This design comes from an exercise in tuning for small area on the open sky130 flow, not from production work.
Function was checked by simulation only, so behaviour that the tests miss may differ from the original.
No activity file was given, so power comes from the tool's default toggle rates. No driver is modelled on the clock port, so clocking that relies on it looks cheaper here than on a real chip.

===== design/flow/config.mk =====
export PLATFORM = sky130hd
export DESIGN_NAME = multistage_graph_shortest_path
export DESIGN_NICKNAME = multistage_graph_shortest_path
export VERILOG_FILES = /design/flow/design.v
export SDC_FILE = /design/flow/constraint.sdc
export NUM_CORES = 4
export LEC_CHECK = 0
export CAP_MARGIN = 30
export CORE_MARGIN = 2
export CORE_UTILIZATION = 40
export PLACE_DENSITY = 0.6
export SLEW_MARGIN = 40

===== design/flow/constraint.sdc =====
create_clock -name core_clock -period 10.0 [get_ports {clk}]
set_input_delay 2.0000 -clock core_clock [delete_from_list [all_inputs] [get_ports {clk}]]
set_output_delay 2.0000 -clock core_clock [all_outputs]
set_load 0.01 [all_outputs]

===== design/flow/design.v =====
`default_nettype none
package msgsp_pkg;
  localparam int MAX_STAGES = 16;
  localparam int MAX_NODES  = 16;
  localparam int CW         = 20;
  localparam logic [1:0] REQ_DECL  = 2'd0;
  localparam logic [1:0] REQ_EDGE  = 2'd1;
  localparam logic [1:0] REQ_SOLVE = 2'd2;
endpackage
`default_nettype wire
`default_nettype none
module multistage_graph_shortest_path #(
  parameter int COST_WIDTH = 32
) (
  input  logic            clk,
  input  logic            rst,
  input  logic            in_valid,
  output logic            in_ready,
  input  logic [30:0]     in_data,
  output logic            out_valid,
  input  logic            out_ready,
  output logic [41:0]     out_data
);
  localparam int CW = msgsp_pkg::CW;
  localparam logic [CW-1:0] SENT = {1'b0, {(CW-1){1'b1}}};
  localparam logic [CW-1:0] NONE = {1'b1, {(CW-1){1'b0}}};
  logic [1:0] rq;
  logic [4:0] n;
  logic [3:0] f, t;
  logic [15:0] e;
  assign rq = in_data[30:29];
  assign n  = in_data[28:24];
  assign f  = in_data[23:20];
  assign t  = in_data[19:16];
  assign e  = in_data[15:0];
  logic [CW-1:0] prev_r [16];
  logic [CW-1:0] cur_r  [16];
  logic [3:0]    hist_r [240];
  logic [CW-1:0] p0, c0;
  logic [3:0]    h0;
  assign p0 = prev_r[0];
  assign c0 = cur_r[0];
  assign h0 = hist_r[0];
  logic [3:0] lo;
  logic [3:0] row;
  logic [3:0] row_nx;
  assign row_nx = (row == 4'd1) ? 4'd15 : row - 4'd1;
  logic       any;      
  logic [3:0] sl;       
  logic       ph;       
  logic [CW-1:0] acc;   
  logic [3:0] bnode;    
  logic       emit;
  logic       ov;
  logic       tr;       
  logic       dn;       
  logic [3:0] j;
  logic [3:0] cn;
  logic is_decl, is_edge, is_solve, act;
  assign act      = in_valid && !emit;
  assign is_decl  = act && (rq == msgsp_pkg::REQ_DECL);
  assign is_edge  = act && (rq == msgsp_pkg::REQ_EDGE);
  assign is_solve = act && (rq == msgsp_pkg::REQ_SOLVE);
  logic lo_last;
  assign lo_last = (lo == 4'd15);
  logic full, decl_ok, xfer, decl_done;
  assign full      = any && (sl == 4'd15);
  assign decl_ok   = (n != 5'd0) && !full;
  assign xfer      = is_decl && decl_ok && ph;
  assign decl_done = xfer && lo_last;
  logic [CW-1:0] sum;
  logic edge_pre, src_ok, at_src, at_dst, lt, eq, wr;
  assign edge_pre = any && (sl != 4'd0);
  assign src_ok   = (p0 != SENT) && (p0 != NONE);
  assign sum      = p0 + {{(CW-16){e[15]}}, e};
  assign at_src   = is_edge && !ph && (lo == f);
  assign at_dst   = is_edge && ph && (lo == t) && (row == sl);
  assign lt       = $signed(acc) < $signed(c0);
  assign eq       = (acc == c0);
  assign wr       = at_dst && (lt || (eq && (f < h0)));
  logic scan, hit;
  assign scan = is_solve && ph;
  assign hit  = scan && ((lo == 4'd0) || (any && !lt && !eq && (c0 != NONE)));
  always_comb begin
    in_ready = 1'b0;
    if (!emit) begin
      unique case (rq)
        msgsp_pkg::REQ_DECL:  in_ready = !decl_ok || decl_done;
        msgsp_pkg::REQ_EDGE:  in_ready = !edge_pre || (at_src && !src_ok) || at_dst;
        msgsp_pkg::REQ_SOLVE: in_ready = scan && lo_last;
        default:              in_ready = 1'b1;
      endcase
    end
  end
  logic exists;
  logic [CW-1:0] init_c;
  assign exists = ({1'b0, lo} < n);
  assign init_c = exists ? (any ? SENT : '0) : NONE;
  always_ff @(posedge clk) begin
    for (int i = 0; i < 15; i++) begin
      prev_r[i] <= prev_r[i+1];
      cur_r[i]  <= cur_r[i+1];
    end
    for (int i = 0; i < 239; i++) hist_r[i] <= hist_r[i+1];
    prev_r[15] <= xfer ? c0 : p0;
    cur_r[15]  <= xfer ? init_c : (wr ? acc : c0);
    hist_r[239] <= wr ? f : h0;
  end
  logic found, last, need_tr;
  assign found   = (acc != SENT) && any;
  assign last    = !found || (j == sl);
  assign need_tr = found && (j != sl);
  assign out_valid = ov;
  assign out_data  = {j, cn, ((found && last) ? {{(32-CW){acc[CW-1]}}, acc} : 32'd0), !found, last};
  always_ff @(posedge clk) begin
    if (rst) begin
      lo   <= '0;
      row  <= 4'd15;
      any  <= 1'b0;
      ph   <= 1'b0;
      emit <= 1'b0;
      ov   <= 1'b0;
      tr   <= 1'b0;
      dn   <= 1'b0;
    end else begin
      lo <= lo + 4'd1;
      if (lo_last) row <= row_nx;
      if ((is_decl && decl_ok) || is_solve) begin
        if (lo_last) ph <= !ph;
      end else if (is_edge) begin
        if (at_src && edge_pre && src_ok) ph <= 1'b1;
        if (at_dst) ph <= 1'b0;
      end
      if (decl_done) any <= 1'b1;
      if (scan && lo_last) emit <= 1'b1;
      if (emit && !ov) begin
        if (!tr) begin
          if (!need_tr) ov <= 1'b1;
          else if (lo_last && row_nx == sl) tr <= 1'b1;
        end else begin
          if (lo == cn && !dn) dn <= 1'b1;
          if (lo_last) begin
            dn <= 1'b0;
            if (row == j + 4'd1) begin
              tr <= 1'b0;
              ov <= 1'b1;
            end
          end
        end
      end
      if (ov && out_ready && last) begin
        ov   <= 1'b0;
        emit <= 1'b0;
        any  <= 1'b0;
      end else if (ov && out_ready) begin
        ov <= 1'b0;
      end
    end
  end
  always_ff @(posedge clk) begin
    if (decl_done) sl <= any ? sl + 4'd1 : 4'd0;
    if (at_src) acc <= sum;
    if (hit) begin
      acc   <= c0;
      bnode <= lo;
    end
    if (scan && lo == 4'd0) j <= '0;
    if (emit && !ov) begin
      if (!tr) cn <= bnode;
      else if (lo == cn && !dn) cn <= h0;
    end
    if (ov && out_ready && !last) j <= j + 4'd1;
  end
endmodule
`default_nettype wire

===== design/flow/flow/run.sh =====
#!/bin/bash
# The standard layout (the standard.sh, standard synthesis unchanged) with
# two placement/CTS options changed:
#  - port buffers use the smallest buffer cell, sky130_fd_sc_hd__buf_1;
#  - clock tree synthesis clusters up to 30 sinks per clkbuf_16 leaf buffer
#    and inserts no dummy loads.
# make's full output goes to standard_make.log; ORFS's per-step logs stay
# under orfs/logs/.
set -euo pipefail
bash standard.sh \
  "BUFFER_PORTS_ARGS=-buffer_cell sky130_fd_sc_hd__buf_1" \
  "CTS_ARGS=-sink_clustering_enable -repair_clock_nets -dont_use_dummy_load -buf_list sky130_fd_sc_hd__clkbuf_16 -sink_clustering_size 30 -sink_clustering_max_diameter 100" \
  finish > standard_make.log 2>&1

===== design/flow/standard.sh =====
#!/bin/bash
# synth_recipe.tcl (not shown) runs the flow's synth.tcl, then flattens the netlist and writes it again
# the make line also repeats each setting of config.mk as NAME=value (left out here)
make -C /OpenROAD-flow-scripts/flow DESIGN_CONFIG=/design/flow/config.mk WORK_HOME=/design/flow/orfs CLKGATE_MAP_FILE= SYNTH_SCRIPT=/design/flow/synth_recipe.tcl "${@:-finish}"

==> results of run 1 <==
-- where the power goes --
part / switching, mW / internal (mW)
clock: 1.74 / 1.10
combinational: 0.0280 / 0.0191
sequential: 0.00511 / 6.59
total: 1.77 / 7.71
-- layout by cell type, fill, tap and decap left out, types with 10 or more instances in the layout --
master / count
nor3_1: 11
ha_1: 52
buf_1: 78
o211ai_1: 24
clkbuf_16: 61
and2_1: 22
nor4_1: 11
edfxtp_1: 36
xor2_1: 17
xnor2_1: 32
a21oi_1: 30
nand3_1: 39
inv_1: 48
nand4_1: 19
dfxtp_1: 1614
nor2_1: 35
nand2_1: 78
a21o_1: 10
o21ai_0: 54
-- per-stage QoR --
stage	instances	hold WS, ns
6_report	3631	0.311
4_1_cts	3631	0.310
2_1_floorplan	2281	0.310
3_5_place_dp	3570	0.312
5_1_grt	3631	0.315
3_3_place_gp	3570	0.310
-- state kept, by name (all words and copies together) (netlist names) --
name,cells
j,4
cn,4
any,1
prev_r,320
cur_r,320
lo,4
bnode,4
hist_r,960
acc,20
ov,1
dn,1
ph,1
sl,4
row,4
emit,1
tr,1
-- per-layer routing --
layer / GRT usage [%] / part of all wire (%)
met1: 15.6 / 49
met2: 16.8 / 42
met3: 3.00 / 5.8
met4: 4.03 / 3.0
met5: 0 / 0.019
-- worst min-delay path by stage --
| stage | endpoint | cells after the start | from | slack, ns |
|---|---|---|---|---|
| 2_1_floorplan | cur_r[0][0] | 0 | cur_r[1][0] | 0.31 |
| 3_3_place_gp | cur_r[2][0] | 0 | cur_r[3][0] | 0.31 |
| 3_5_place_dp | cur_r[3][11] | 0 | cur_r[4][11] | 0.31 |
| 4_1_cts | cur_r[1][12] | 0 | cur_r[2][12] | 0.31 |
| 5_1_grt | hist_r[60][2] | 0 | hist_r[61][2] | 0.32 |
| 6_report | cur_r[1][12] | 0 | cur_r[2][12] | 0.31 |
-- cells by family after synthesis --
| group | share of synthesized area, % |
|---|---|
| fa+ha+maj | 1.79 |
| compound gates | 2.85 |
| buf+inv | 1.15 |
| mux | 0.361 |
| simple gates | 3.47 |
| xor+xnor | 1.15 |
| flops | 89.2 |
-- worst reg2reg max path, stage by stage, from the launching register on --
cell and delay, ns:
dfxtp_1 0.54, inv_1 0.22, ha_1 0.47, nand4_1 0.17, nor4_2 0.45, o211ai_1 0.34
and4_4 0.33, o31ai_4 0.26, buf_4 0.45, mux2_2 0.42
-- layout make-up --
type	count	area, µm²
Clock buffer	61	1530
Fill cell	8233	52400
Inverter	48	180
Multi-Input combinational cell	534	3630
Sequential cell	1650	33400
Tap cell	1254	1570
Timing Repair Buffer	84	338
==> flow_metrics.env, run 1 <==
export IMPL_r2r_worst_path_cells=9
export IMPL_power_total_mw=9.48
export IMPL_synthToLayoutAreaGrowth_pct=8.57
export IMPL_seq_cells_post_synth=1650
export IMPL_die_width_um=310
export IMPL_setup_slack_ns=3.88
export IMPL_synth_lib_cells_used_distinct=60
export IMPL_ys_flop_type="dfxtp_1"
export IMPL_cts_setup_buffers=0
export IMPL_criticalPathCategory="input port to primary output"
export IMPL_regToRegEndpoint="acc[0]"
export IMPL_insertedDiodeCount=0
export IMPL_synth_most_common_cell="dfxtp_1"
export IMPL_dieArea_um2=96000
export IMPL_cp_depth=8
export IMPL_grt_usage_pct=11.2
export IMPL_fmax_mhz=163
export IMPL_worst_setup_hold_path_clk_slew_ns=0.11
export IMPL_skew_ns=0.0338
export IMPL_worst_path_max_fanout=5
export IMPL_gp_congestion=0.813
export IMPL_fp_dieH_um=310
export IMPL_r2r_setup_slack_ns=6.08
export IMPL_cts_max_path_buffers=3
export IMPL_power_leakage_nw=15.7
export IMPL_post_synth_inst_count=2281
export IMPL_period_needed_ns=6.12
export IMPL_timing_final_setup_violations=0
export IMPL_initialDrtViolationCount=902
export IMPL_crit_family="simple AND/OR/NAND/NOR gates"
export IMPL_final_setup_tns_ns=0
export IMPL_report_final_hold_viol_count=0
export IMPL_share_of_flip_flops_with_an_asynchronous_set_or_reset_pct=0
export IMPL_slowest_delay_ns=0.66
export IMPL_core_outline_area_um2=93000
export IMPL_vdd_ir_drop_max_v=0.000133
export IMPL_setup_worst_path_end_class="primary output"
export IMPL_syn_nets=2369
export IMPL_crit_reg2reg_launch="cur_r[0][19]"
export IMPL_max_cap_violations=0
export IMPL_clock_sink_count=1650
export IMPL_placed_area_um2=39100
export IMPL_timing_hold_worst_class="flop to flop"
export IMPL_timing_final_max_slew_violations=0
export IMPL_drc=0
export IMPL_clockRootBuffer="clkbuf_16"
export IMPL_synthDominantCellAreaShare_pct=86.3
export IMPL_rows=112
export IMPL_grt_setup_unrepaired="false"
export IMPL_number_of_port_buffers=78
export IMPL_avgSynthCellArea_um2=16.4
export IMPL_finalNetCount=2467
export IMPL_drt_total_wl_mm=53.1
export IMPL_via_count_of_the_routed_design=15000
export IMPL_grt_max_degree=81
export IMPL_timing_critical_path_arrival_ns=4.12
export IMPL_initial_antenna_violation_count=2
export IMPL_place_hpwl_mm=33.5
export IMPL_grt_overflow_total=0
export IMPL_synth_top_cells_by_area="dfxtp_1 (86%), edfxtp_1 (2.9%), ha_1 (1.7%)"
export IMPL_cts_htree_levels=2
export IMPL_post_route_util_pct=43.7
export IMPL_clk_latency_ns=0.66
export IMPL_number_of_global_route_vias_before_repair=15100
export IMPL_pwr_density_nw_per_um2=233
export IMPL_start_kind="input port"
export IMPL_maxSlewHeadroom_pct=45.6
export IMPL_synth_edf_count=36
export IMPL_io_pins=79
export IMPL_yosysWarnings=4
export IMPL_timing_critical_path_required_ns=8.00
export IMPL_synth_top_area_cell="dfxtp_1"
export IMPL_finalCritPeriodShare_pct=61.2
export IMPL_layout_cells_sized_above_1_pct=3.70
export IMPL_status="timing/DRC/antenna clean"
export IMPL_worstSetupStartpoint="in_data[29]"
export IMPL_critical_path_buf_inv_count=2
export IMPL_floorplan_initialDensity_pct=40.2
export IMPL_route_detailed_wl_per_inst_um=14.6
export IMPL_synth_area_um2=37400
export IMPL_netlist_top_cells_count="dfxtp_1 (1614), nand2_1 (78), o21ai_0 (54)"
export IMPL_ant_nets=0
export IMPL_route_detailed_vias_per_inst=4.12
export IMPL_critPathCapture="in_ready"
export IMPL_crit_top_cell="buf_1"
export IMPL_timing_critical_path_cells="buf_1 -> and4bb_2 -> nand3_1 -> or4_1 -> nor2_1 -> o21ai_0 -> a21oi_1 -> buf_1"
export IMPL_cts_inserted_buffers=61
export IMPL_drtPass1Iterations=5
export IMPL_worst_slew_pin_slew_ns=0.815
export IMPL_tritoncts="built"
export IMPL_grt_first_pass_wirelength_mm=84.0
export IMPL_layout_cell_area_non_filler_um2=40600
export IMPL_cts_repair_resized=0
export IMPL_critical_path_slowest_cell="or4_1"
export IMPL_placement_setup_worst_slack_ns=3.95
export IMPL_hold_fix_buffers_at_cts=0
export IMPL_synth_sequential_area_ratio_pct=89.2
==> inputs of run 2 (changes only) <==
--- a/design/flow/design.v
+++ b/design/flow/design.v
@@ -71,3 +71,3 @@
   logic [CW-1:0] sum;
-  logic edge_pre, src_ok, at_src, at_dst, lt, eq, wr;
+  logic edge_pre, src_ok, at_src, at_dst, lt, wr;
   assign edge_pre = any && (sl != 4'd0);
@@ -77,8 +77,17 @@
   assign at_dst   = is_edge && ph && (lo == t) && (row == sl);
-  assign lt       = $signed(acc) < $signed(c0);
-  assign eq       = (acc == c0);
-  assign wr       = at_dst && (lt || (eq && (f < h0)));
   logic scan, hit;
+  logic [3:0] ka, kb;
   assign scan = is_solve && ph;
-  assign hit  = scan && ((lo == 4'd0) || (any && !lt && !eq && (c0 != NONE)));
+  assign ka   = scan ? 4'd0 : f;
+  assign kb   = scan ? 4'd1 : h0;
+  always_comb begin
+    logic [CW+3:0] xa, xb;
+    xa = {~acc[CW-1], acc[CW-2:0], ka};
+    xb = {~c0[CW-1], c0[CW-2:0], kb};
+    lt = 1'b0;
+    for (int i = 0; i < CW + 4; i++)
+      lt = (~xa[i] & xb[i]) | (~xa[i] & lt) | (xb[i] & lt);
+  end
+  assign wr   = at_dst && lt;
+  assign hit  = scan && ((lo == 4'd0) || (any && !lt && (c0 != NONE)));
   always_comb begin
==> flow_metrics.env, run 2 <==
export IMPL_status="timing/DRC/antenna clean"
export IMPL_finalNetCount=2387
export IMPL_grt_setup_unrepaired="false"
export IMPL_tritoncts="built"
export IMPL_gp_congestion=0.861
export IMPL_clockRootBuffer="clkbuf_16"
export IMPL_netlist_top_cells_count="dfxtp_1 (1614), inv_1 (42), nor2_1 (38)"
export IMPL_critical_path_buf_inv_count=2
export IMPL_clock_sink_count=1650
export IMPL_io_pins=79
export IMPL_core_outline_area_um2=92900
export IMPL_biggest_register="hist_r"
export IMPL_timing_critical_path_cells="buf_1 -> nor4bb_1 -> nand4_1 -> nor3_1 -> a211oi_1 -> a211oi_1 -> buf_1"
export IMPL_yosysWarnings=4
export IMPL_critical_path_slowest_cell="nor4bb_1"
export IMPL_cp_depth=7
export IMPL_post_synthesis_adder_cell_area_fraction_pct=1.11
export IMPL_layout_cells_most_common_list="dfxtp_1 (1614), buf_1 (78), clkbuf_16 (61)"
export IMPL_synth_top_cells_by_area="dfxtp_1 (87%), edfxtp_1 (2.9%), ha_1 (0.97%)"
export IMPL_post_synth_inst_count=2216
export IMPL_route_detailed_vias_per_inst=4.12
export IMPL_vdd_ir_drop_max_v=0.000165
export IMPL_regToRegEndpoint="acc[3]"
export IMPL_crit_reg2reg_launch="cur_r[0][11]"
export IMPL_seq_cells_post_synth=1650
export IMPL_grt_max_degree=43
export IMPL_cts_inserted_buffers=61
export IMPL_avgSynthCellArea_um2=16.8
export IMPL_worst_slew_pin_slew_ns=0.827
export IMPL_synth_area_um2=37300
export IMPL_synth_sequential_area_ratio_pct=89.5
export IMPL_worstSetupStartpoint="in_data[29]"
export IMPL_initial_antenna_violation_count=4
export IMPL_timing_critical_path_required_ns=8.00
export IMPL_worst_setup_hold_path_clk_slew_ns=0.10
export IMPL_met3_wirelength_mm=2.55
export IMPL_timing_final_setup_violations=0
export IMPL_drt_total_wl_mm=51.0
export IMPL_clk_latency_ns=0.69
export IMPL_fp_dieH_um=309
export IMPL_holdWs_ns=0.262
export IMPL_r2r_setup_slack_ns=6.53
export IMPL_setup_worst_path_end_class="primary output"
export IMPL_max_reg_flops=960
export IMPL_power_leakage_nw=15.9
export IMPL_via_count_of_the_routed_design=14700
export IMPL_floorplan_initialDensity_pct=40.2
export IMPL_synth_simple_gate_area_share_pct=2.83
export IMPL_synthXorXnorAreaFrac_pct=1.15
export IMPL_criticalPathCategory="input port to primary output"
export IMPL_pwr_density_nw_per_um2=234
export IMPL_share_of_flip_flops_with_an_asynchronous_set_or_reset_pct=0
export IMPL_max_cap_violations=0
export IMPL_cts_setup_buffers=0
export IMPL_finalCritPeriodShare_pct=63.7
export IMPL_grt_overflow_total=0
export IMPL_power_total_mw=9.48
export IMPL_cts_max_path_buffers=3
export IMPL_grt_usage_pct=10.5
export IMPL_synthDominantCellAreaShare_pct=86.6
export IMPL_timing_hold_worst_class="flop to flop"
export IMPL_number_of_port_buffers=78
export IMPL_layout_cells_most_common="dfxtp_1"
export IMPL_skew_ns=0.100
export IMPL_rows=112
export IMPL_ys_flop_type="dfxtp_1"
export IMPL_post_synthesis_mux_area_share_pct=1.91
export IMPL_synth_most_common_cell="dfxtp_1"
export IMPL_met2_wirelength_mm=20.5
export IMPL_largest_family_of_logic_cells_by_synthesized_area="simple AND/OR/NAND/NOR gates"
export IMPL_routed_top_layer="met5"
export IMPL_place_hpwl_mm=31.7
export IMPL_synthToLayoutAreaGrowth_pct=8.68
export IMPL_start_kind="input port"
export IMPL_initialDrtViolationCount=925
export IMPL_period_needed_ns=6.37
export IMPL_slowest_delay_ns=0.72
export IMPL_die_width_um=309
export IMPL_largestRegisters="hist_r x960, cur_r x320, prev_r x320"
export IMPL_worst_path_max_fanout=6
export IMPL_fillCellCount=8108
export IMPL_syn_nets=2281
export IMPL_timing_final_max_slew_violations=0
export IMPL_cts_htree_levels=2
export IMPL_synth_edf_count=36
export IMPL_grt_first_pass_wirelength_mm=80.2
export IMPL_maxSlewHeadroom_pct=44.8
export IMPL_report_final_hold_viol_count=0
export IMPL_timing_critical_path_arrival_ns=4.37
export IMPL_layout_cells_sized_above_1_pct=5.13
export IMPL_ant_nets=0
export IMPL_number_of_global_route_vias_before_repair=14500
export IMPL_final_setup_tns_ns=0
export IMPL_r2r_worst_path_cells=9
export IMPL_synth_compound_area_share_pct=2.42
export IMPL_synth_lib_cells_used_distinct=66
export IMPL_fmax_mhz=157
export IMPL_route_layer_met1_wl_mm=26.3
export IMPL_drc=0
export IMPL_cts_repair_resized=0
export IMPL_crit_family="simple AND/OR/NAND/NOR gates"
export IMPL_synth_top_area_cell="dfxtp_1"
export IMPL_critPathCapture="in_ready"
export IMPL_route_detailed_wl_per_inst_um=14.3
export IMPL_hold_fix_buffers_at_cts=0
export IMPL_dieArea_um2=95700
export IMPL_drtPass1Iterations=5
-- run 2: worst min path at each step --
stage                         startpoint             end  cells after the start
final                      hist_r[67][3]   hist_r[66][3]                      0
after global routing      hist_r[239][2]  hist_r[238][2]                      0
after CTS                   hist_r[1][3]    hist_r[0][3]                      0
after detailed placement  hist_r[175][2]  hist_r[174][2]                      0
after global placement    prev_r[11][11]  prev_r[10][11]                      0
after floorplan              cur_r[1][0]     cur_r[0][0]                      0
-- run 2: kinds of logic after synthesis --
| group | count (synthesis) |
|---|---|
| AO/OA/AOI/OAI | 137 |
| AND/OR/NAND/NOR | 200 |
| flip-flops | 1650 |
| buffers and inverters | 84 |
| adder cells (fa/ha/maj) | 33 |
| multiplexers | 63 |
| XOR/XNOR | 49 |
-- run 2: metal layers --
metal,GRT usage (%),vias to the layer above
met2,15.0,297
met3,2.04,118
li1,-,7280
met4,3.75,6
met1,15.9,7025
met5,0,-
-- run 2: final cells by class --
type                       instances  area (µm²)  area share, %
inverter                          42         158          0.389
timing repair buffer              85         344          0.849
clock buffer                      61        1530           3.76
sequential                      1650       33400           82.4
antenna                            3        7.51         0.0185
multi-input combinational        482        3550           8.75
tap                             1254        1570           3.87
-- run 2: worst reg2reg max path: cells and delay by family (launching register included) --
kind,cells,cell delay [ns]
AO/OA/AOI/OAI,6,1.77
flip-flops,1,0.59
multiplexers,1,0.40
buffers and inverters,1,0.37
AND/OR/NAND/NOR,1,0.12
-- run 2: per-stage QoR --
stage          worst slack (ns)  utilization (%)  area [µm²]  cells
6_report                   3.63             43.6       40500   3577
5_1_grt                    3.45             43.6       40500   3574
4_1_cts                    3.57             43.6       40500   3574
3_5_place_dp               3.60             42.0       39000   3513
3_3_place_gp               3.55             41.9       39000   3509
2_1_floorplan              4.81                -       37300   2216
-- run 2: where the power goes --
part / total [mW] / switching [mW] / internal (mW)
Combinational: 0.0498 / 0.0272 / 0.0227
Clock: 2.83 / 1.74 / 1.09
Sequential: 6.60 / 0.00676 / 6.59
==> inputs of run 3 (changes only) <==
--- a/design/flow/design.v
+++ b/design/flow/design.v
@@ -74,3 +74,12 @@
   assign src_ok   = (p0 != SENT) && (p0 != NONE);
-  assign sum      = p0 + {{(CW-16){e[15]}}, e};
+  always_comb begin
+    logic [CW-1:0] b;
+    logic c;
+    b = {{(CW-16){e[15]}}, e};
+    c = 1'b0;
+    for (int i = 0; i < CW; i++) begin
+      sum[i] = p0[i] ^ b[i] ^ c;
+      c = (p0[i] & b[i]) | (p0[i] & c) | (b[i] & c);
+    end
+  end
   assign at_src   = is_edge && !ph && (lo == f);
==> flow_metrics.env, run 3 <==
export IMPL_dieArea_um2=94500
export IMPL_vdd_ir_drop_max_v=0.000171
export IMPL_post_synthesis_mux_area_share_pct=2.18
export IMPL_routed_top_layer="met4"
export IMPL_grt_usage_pct=10.4
export IMPL_biggest_register="hist_r"
export IMPL_max_reg_flops=960
export IMPL_gp_congestion=0.829
export IMPL_synth_edf_count=36
export IMPL_grt_max_degree=44
export IMPL_synth_top_area_cell="dfxtp_1"
export IMPL_place_hpwl_mm=29.2
export IMPL_io_pins=79
export IMPL_synth_most_common_cell="dfxtp_1"
export IMPL_core_outline_area_um2=91400
export IMPL_clk_latency_ns=0.66
export IMPL_power_total_mw=9.43
export IMPL_layout_cells_sized_above_1_pct=5.84
export IMPL_synth_area_um2=36800
export IMPL_tritoncts="built"
export IMPL_timing_final_max_slew_violations=0
export IMPL_cts_setup_buffers=0
export IMPL_synth_sequential_area_ratio_pct=90.7
export IMPL_worst_slew_pin_slew_ns=0.818
export IMPL_route_layer_met1_wl_mm=24.8
export IMPL_timing_critical_path_required_ns=10.42
export IMPL_synthDominantCellAreaShare_pct=87.7
export IMPL_post_synth_inst_count=2086
export IMPL_avgSynthCellArea_um2=17.7
export IMPL_layout_cells_most_common_list="dfxtp_1 (1614), buf_1 (78), clkbuf_16 (60)"
export IMPL_fp_dieH_um=307
export IMPL_placement_setup_worst_slack_ns=-0.0931
export IMPL_max_cap_violations=0
export IMPL_grt_setup_unrepaired="false"
export IMPL_synth_simple_gate_area_share_pct=2.35
export IMPL_via_count_of_the_routed_design=13900
export IMPL_syn_nets=2150
export IMPL_met3_wirelength_mm=4.20
export IMPL_synthXorXnorAreaFrac_pct=0.856
export IMPL_cts_htree_levels=2
export IMPL_cts_repair_resized=0
export IMPL_setup_worst_path_end_class="flop"
export IMPL_pwr_density_nw_per_um2=236
export IMPL_r2r_setup_slack_ns=1.61
export IMPL_share_of_flip_flops_with_an_asynchronous_set_or_reset_pct=0
export IMPL_synth_lib_cells_used_distinct=64
export IMPL_drtPass1Iterations=5
export IMPL_grt_first_pass_wirelength_mm=77.3
export IMPL_floorplan_initialDensity_pct=40.3
export IMPL_period_needed_ns=9.43
export IMPL_route_detailed_vias_per_inst=4.11
export IMPL_clock_sink_count=1650
export IMPL_netlist_top_cells_count="dfxtp_1 (1614), edfxtp_1 (36), inv_1 (30)"
export IMPL_finalCritPeriodShare_pct=94.3
export IMPL_drc=0
export IMPL_seq_cells_post_synth=1650
export IMPL_finalNetCount=2258
export IMPL_power_leakage_nw=15.5
export IMPL_status="timing/DRC/antenna clean"
export IMPL_yosysWarnings=4
export IMPL_die_width_um=307
export IMPL_synth_compound_area_share_pct=1.60
export IMPL_initialDrtViolationCount=882
export IMPL_layout_cells_most_common="dfxtp_1"
export IMPL_setup_slack_ns=0.566
export IMPL_timing_critical_path_arrival_ns=9.85
export IMPL_cts_inserted_buffers=60
export IMPL_maxSlewHeadroom_pct=45.3
export IMPL_ys_flop_type="dfxtp_1"
export IMPL_post_route_util_pct=43.8
export IMPL_final_setup_tns_ns=0
export IMPL_holdWs_ns=0.300
export IMPL_drt_total_wl_mm=48.4
export IMPL_synth_top_cells_by_area="dfxtp_1 (88%), edfxtp_1 (2.9%), fa_1 (0.98%)"
export IMPL_rows=111
export IMPL_start_kind="input port"
export IMPL_skew_ns=0.0536
export IMPL_post_synthesis_adder_cell_area_fraction_pct=1.41
export IMPL_synthToLayoutAreaGrowth_pct=8.58
export IMPL_number_of_port_buffers=78
export IMPL_criticalPathCategory="input port to flop"
export IMPL_largestRegisters="hist_r x960, cur_r x320, prev_r x320"
export IMPL_number_of_global_route_vias_before_repair=13900
export IMPL_worst_path_max_fanout=1
export IMPL_timing_final_setup_violations=0
export IMPL_report_final_hold_viol_count=0
export IMPL_route_detailed_wl_per_inst_um=14.3
export IMPL_cts_max_path_buffers=3
export IMPL_clockRootBuffer="clkbuf_16"
export IMPL_timing_hold_worst_class="flop to flop"
export IMPL_met2_wirelength_mm=18.4
export IMPL_ant_nets=0
export IMPL_grt_overflow_total=0
export IMPL_fmax_mhz=106
export IMPL_worst_setup_hold_path_clk_slew_ns=0.11
export IMPL_largest_family_of_logic_cells_by_synthesized_area="simple AND/OR/NAND/NOR gates"
export IMPL_hold_fix_buffers_at_cts=0
export IMPL_initial_antenna_violation_count=1
[run 3: cell types whose count changed after synthesis, sizes merged, moves of 12 or more]
cell | previous run | this run
ha | 29 | 11
fa | 1 | 18
nand2 | 31 | 15
a21oi | 23 | 8
nor2 | 38 | 23
o21ai | 41 | 27
xnor2 | 33 | 20
inv | 42 | 30
[run 3: final timing paths]
path	from	endpoint	cells past startpoint
worst max-delay path	in_data[0]	acc[19]	22
worst max register to register	prev_r[0][0]	acc[19]	21
worst min-delay path	prev_r[2][19]	prev_r[1][19]	0
worst min register to register	prev_r[2][19]	prev_r[1][19]	0
[run 3: report_power, final]
| group | switching [mW] | internal [mW] | total [mW] | leakage [nW] |
|---|---|---|---|---|
| registers | 0.00516 | 6.59 | 6.59 | 13.3 |
| clock network | 1.72 | 1.08 | 2.80 | 0.739 |
| logic | 0.0195 | 0.0169 | 0.0365 | 1.49 |
[run 3: kinds of logic (layout without fill, tap and decap cells)]
group,count (synthesis),in the layout
other cells,0,8
mux,67,67
simple gates,154,154
flops,1650,1650
xor+xnor,36,36
fa+ha+maj,31,31
buf+inv,68,174
compound gates,80,80
[run 3: worst max-delay path, stage by stage]
cell and delay (ns):
buf_1 0.07, ha_1 0.20, fa_1 0.39, fa_1 0.39, fa_1 0.40, fa_1 0.40
fa_1 0.40, fa_1 0.39, fa_1 0.39, fa_1 0.39, fa_1 0.39, fa_1 0.41
fa_1 0.39, fa_1 0.40, fa_1 0.40, fa_1 0.43, fa_1 0.40, fa_1 0.40
fa_1 0.41, fa_1 0.40, xnor2_1 0.14, mux2_2 0.25
[run 3: metal layers]
metal	GRT usage (%)	vias up
met5	0	-
met4	3.17	0
met3	2.78	75
met2	14.1	337
met1	15.9	6710
li1	-	6806
[run 3: final cells by class]
| cell class | instances | area, µm² |
|---|---|---|
| Timing Repair Buffer | 84 | 353 |
| Inverter | 30 | 113 |
| Tap cell | 1186 | 1480 |
| Clock buffer | 60 | 1500 |
| Antenna cell | 8 | 20.0 |
| Multi-Input combinational cell | 368 | 3120 |
| Sequential cell | 1650 | 33400 |
| Fill cell | 7976 | 51400 |
[run 3: through the flow]
| step | cells | area, µm² |
|---|---|---|
| after floorplan | 2086 | 36800 |
| after global placement | 3316 | 38400 |
| after detailed placement | 3318 | 38500 |
| after CTS | 3378 | 40000 |
| after global routing | 3378 | 40000 |
| final | 3386 | 40000 |
==> inputs of run 4 (changes only) <==
--- a/design/flow/design.v
+++ b/design/flow/design.v
@@ -84,4 +84,6 @@
   end
-  assign at_src   = is_edge && !ph && (lo == f);
-  assign at_dst   = is_edge && ph && (lo == t) && (row == sl);
+  logic at_node;
+  assign at_node  = (lo == (ph ? t : f));
+  assign at_src   = is_edge && !ph && at_node;
+  assign at_dst   = is_edge && ph && at_node && (row == sl);
   logic scan, hit;
==> flow_metrics.env, run 4 <==
export IMPL_status="timing/DRC/antenna clean"
export IMPL_drtPass1Iterations=8
export IMPL_die_width_um=307
export IMPL_cts_max_path_buffers=3
export IMPL_placement_setup_worst_slack_ns=-0.177
export IMPL_timing_critical_path_required_ns=10.43
export IMPL_max_reg_flops=960
export IMPL_route_detailed_vias_per_inst=4.07
export IMPL_start_kind="input port"
export IMPL_power_sequential_fraction_pct=69.8
export IMPL_timing_hold_worst_class="flop to flop"
export IMPL_report_final_hold_viol_count=0
export IMPL_floorplan_initialDensity_pct=40.2
export IMPL_power_net_switching_mw=1.75
export IMPL_core_outline_area_um2=91200
export IMPL_hold_fix_buffers_at_cts=0
export IMPL_cts_repair_resized=0
export IMPL_tritoncts="built"
export IMPL_fillCellCount=7914
export IMPL_grt_first_pass_wirelength_mm=77.2
export IMPL_layout_cells_most_common="dfxtp_1"
export IMPL_largestRegisters="hist_r x960, cur_r x320, prev_r x320"
export IMPL_r2r_worst_path_cells=20
export IMPL_timing_final_setup_violations=0
export IMPL_critPathCapture="acc[18]"
export IMPL_power_share_clock_pct=29.9
export IMPL_number_of_global_route_vias_before_repair=13800
export IMPL_synth_area_um2=36600
export IMPL_place_hpwl_mm=30.6
export IMPL_synthDominantCellAreaShare_pct=88.2
export IMPL_avgSynthCellArea_um2=17.6
export IMPL_grt_setup_unrepaired="false"
export IMPL_drc=0
export IMPL_r2r_setup_slack_ns=1.57
export IMPL_worst_setup_hold_path_clk_slew_ns=0.12
export IMPL_clk_latency_ns=0.67
export IMPL_synth_lib_cells_used_distinct=64
export IMPL_grt_usage_pct=10.5
export IMPL_skew_ns=0.0522
export IMPL_biggest_register="hist_r"
export IMPL_power_switching_fraction_pct=18.5
export IMPL_worst_path_max_fanout=1
export IMPL_grt_overflow_total=0
export IMPL_post_synth_inst_count=2084
export IMPL_yosysWarnings=4
export IMPL_setup_worst_path_end_class="flop"
export IMPL_ys_flop_type="dfxtp_1"
export IMPL_gp_congestion=0.827
export IMPL_synth_top_area_cell="dfxtp_1"
export IMPL_dieArea_um2=94000
export IMPL_timing_critical_path_arrival_ns=9.94
export IMPL_fp_dieH_um=307
export IMPL_final_setup_tns_ns=0
export IMPL_synth_sequential_area_ratio_pct=91.1
export IMPL_int_power_mw=7.70
export IMPL_initial_antenna_violation_count=3
export IMPL_vdd_ir_drop_max_v=0.000143
export IMPL_clock_sink_count=1650
export IMPL_number_of_port_buffers=78
export IMPL_period_needed_ns=9.51
export IMPL_finalNetCount=2256
export IMPL_cts_inserted_buffers=61
export IMPL_grt_max_degree=39
export IMPL_pwr_density_nw_per_um2=238
export IMPL_io_pins=79
export IMPL_max_cap_violations=0
export IMPL_via_count_of_the_routed_design=13700
export IMPL_rows=111
export IMPL_worst_slew_pin_slew_ns=0.807
export IMPL_initialDrtViolationCount=863
export IMPL_layout_cells_most_common_list="dfxtp_1 (1614), buf_1 (78), clkbuf_16 (61)"
export IMPL_seq_cells_post_synth=1650
export IMPL_synth_top_cells_by_area="dfxtp_1 (88%), edfxtp_1 (3.0%), fa_1 (0.98%)"
export IMPL_synth_edf_count=36
export IMPL_netlist_top_cells_count="dfxtp_1 (1614), edfxtp_1 (36), inv_1 (32)"
export IMPL_timing_final_max_slew_violations=0
export IMPL_clockRootBuffer="clkbuf_16"
export IMPL_comb_power_share_pct=0.3
export IMPL_share_of_flip_flops_with_an_asynchronous_set_or_reset_pct=0
export IMPL_power_leakage_nw=15.4
export IMPL_syn_nets=2148
export IMPL_finalCritPeriodShare_pct=95.1
export IMPL_worstSetupStartpoint="in_data[0]"
export IMPL_fmax_mhz=105
export IMPL_criticalPathCategory="input port to flop"
export IMPL_number_of_instances_on_the_worst_hold_path=0
export IMPL_setup_slack_ns=0.488
export IMPL_regToRegEndpoint="acc[18]"
export IMPL_layout_cells_sized_above_1_pct=5.43
export IMPL_ant_nets=0
export IMPL_cts_setup_buffers=0
export IMPL_synth_most_common_cell="dfxtp_1"
export IMPL_cts_htree_levels=2
export IMPL_maxSlewHeadroom_pct=46.0
export IMPL_route_detailed_wl_per_inst_um=14.5
export IMPL_synthToLayoutAreaGrowth_pct=8.53
export IMPL_crit_reg2reg_launch="prev_r[0][0]"
export IMPL_drt_total_wl_mm=49.1
run 4: final cells by class:
class,instances,area (µm²),share of cell area (%)
multi-input combinational,364,2910,7.31
antenna,3,7.51,0.0189
tap,1186,1480,3.73
clock buffer,61,1530,3.84
sequential,1650,33400,84.0
inverter,32,120,0.302
timing repair buffer,83,330,0.831
run 4: routing by layer:
| metal | track usage, % | wire (µm) | vias to the layer above |
|---|---|---|---|
| met3 | 3.32 | 4020 | 91 |
| met2 | 14.1 | 18600 | 287 |
| met5 | 0 | 0 | - |
| met4 | 3.26 | 1190 | 0 |
| li1 | - | - | 6807 |
| met1 | 15.8 | 25300 | 6564 |
run 4: power groups by stage:
stage,Clock (mW),Sequential [mW],Combinational (mW)
floorplan,0,6.74,0.0173
global placement,0,6.75,0.0311
detailed placement,0,6.75,0.0327
CTS,2.94,6.60,0.0329
global route,3.17,6.60,0.0360
finish,2.82,6.60,0.0318
run 4: worst min-delay path by stage:
stage / startpoint / end / slack (ns)
after CTS: hist_r[112][1] / hist_r[111][1] / 0.26
after global placement: hist_r[19][0] / hist_r[18][0] / 0.31
after floorplan: cur_r[1][0] / cur_r[0][0] / 0.31
final: hist_r[112][1] / hist_r[111][1] / 0.26
after detailed placement: cur_r[8][3] / cur_r[7][3] / 0.31
after global routing: hist_r[118][1] / hist_r[117][1] / 0.26
run 4: per-stage QoR:
step | utilization [%] | power (mW) | std cells | instance area, µm² | hold WS [ns]
floorplan | - | 6.76 | 2084 | 36600 | 0.310
global placement | 41.9 | 6.78 | 3315 | 38200 | 0.310
detailed placement | 41.9 | 6.78 | 3315 | 38200 | 0.312
CTS | 43.6 | 9.57 | 3376 | 39800 | 0.262
global route | 43.6 | 9.81 | 3376 | 39800 | 0.257
finish | 43.6 | 9.45 | 3379 | 39800 | 0.263
run 4: cell families (layout without fill, tap and decap cells):
logic type                 count (synthesis)  after routing  synth area share (%)
xor gates and xnor gates                  31             31                 0.741
other                                      0              3                     0
buffers and inverters                     70            176                 0.980
DFF                                     1650           1650                  91.1
and+or+nand+nor                          167            167                  2.53
adders and majority gates                 31             31                  1.42
muxes                                     39             39                  1.18
AOI/OAI and AO/OA                         96             96                  2.01
run 4: worst max-delay path, cell delays in order:
cell and delay (ns):
buf_1 0.08, ha_1 0.21, fa_1 0.38, fa_1 0.40, fa_1 0.48, fa_1 0.43
fa_1 0.39, fa_1 0.39, fa_1 0.46, fa_1 0.42, fa_1 0.40, fa_1 0.40
fa_1 0.39, fa_1 0.40, fa_1 0.40, fa_1 0.39, fa_1 0.40, fa_1 0.40
fa_1 0.39, fa_1 0.44, mux2_2 0.28

[afterwards: timing with drivers on the ports]
In the flow no input, the clock included, has a driving cell. The finished layouts below were timed again as built, in two steps. Step 1 (the two cells are an assumption about what drives the block):
set clk [get_ports {clk}]
set_driving_cell -lib_cell sky130_fd_sc_hd__clkbuf_16 $clk
set_driving_cell -lib_cell sky130_fd_sc_hd__buf_2 [delete_from_list [all_inputs] $clk]
Step 2 times the ports against the registers' clock, not the clock port: input delays grow and output delays shrink by t, the midpoint of the rising clock arrivals with the driver on. Slacks: ideal ports / drivers / drivers and shift; pairs: ideal ports / drivers.
run	t (ns)	setup slack, ns	slew at the worst register clock pin (ns)
run 1	0.696	3.878 / 3.850 / 3.850	0.11 / 0.11
run 2	0.701	3.633 / 3.571 / 3.571	0.11 / 0.11
run 3	0.689	0.566 / 0.605 / -0.084	0.11 / 0.11
run 4	0.679	0.488 / 0.523 / -0.156	0.12 / 0.12
With both steps, setup timing fails in run 3 and run 4, where it was met with ideal ports. The setup slack of run 3, which loses most, moves by +0.039 ns with the drivers and by -0.650 ns with both steps.
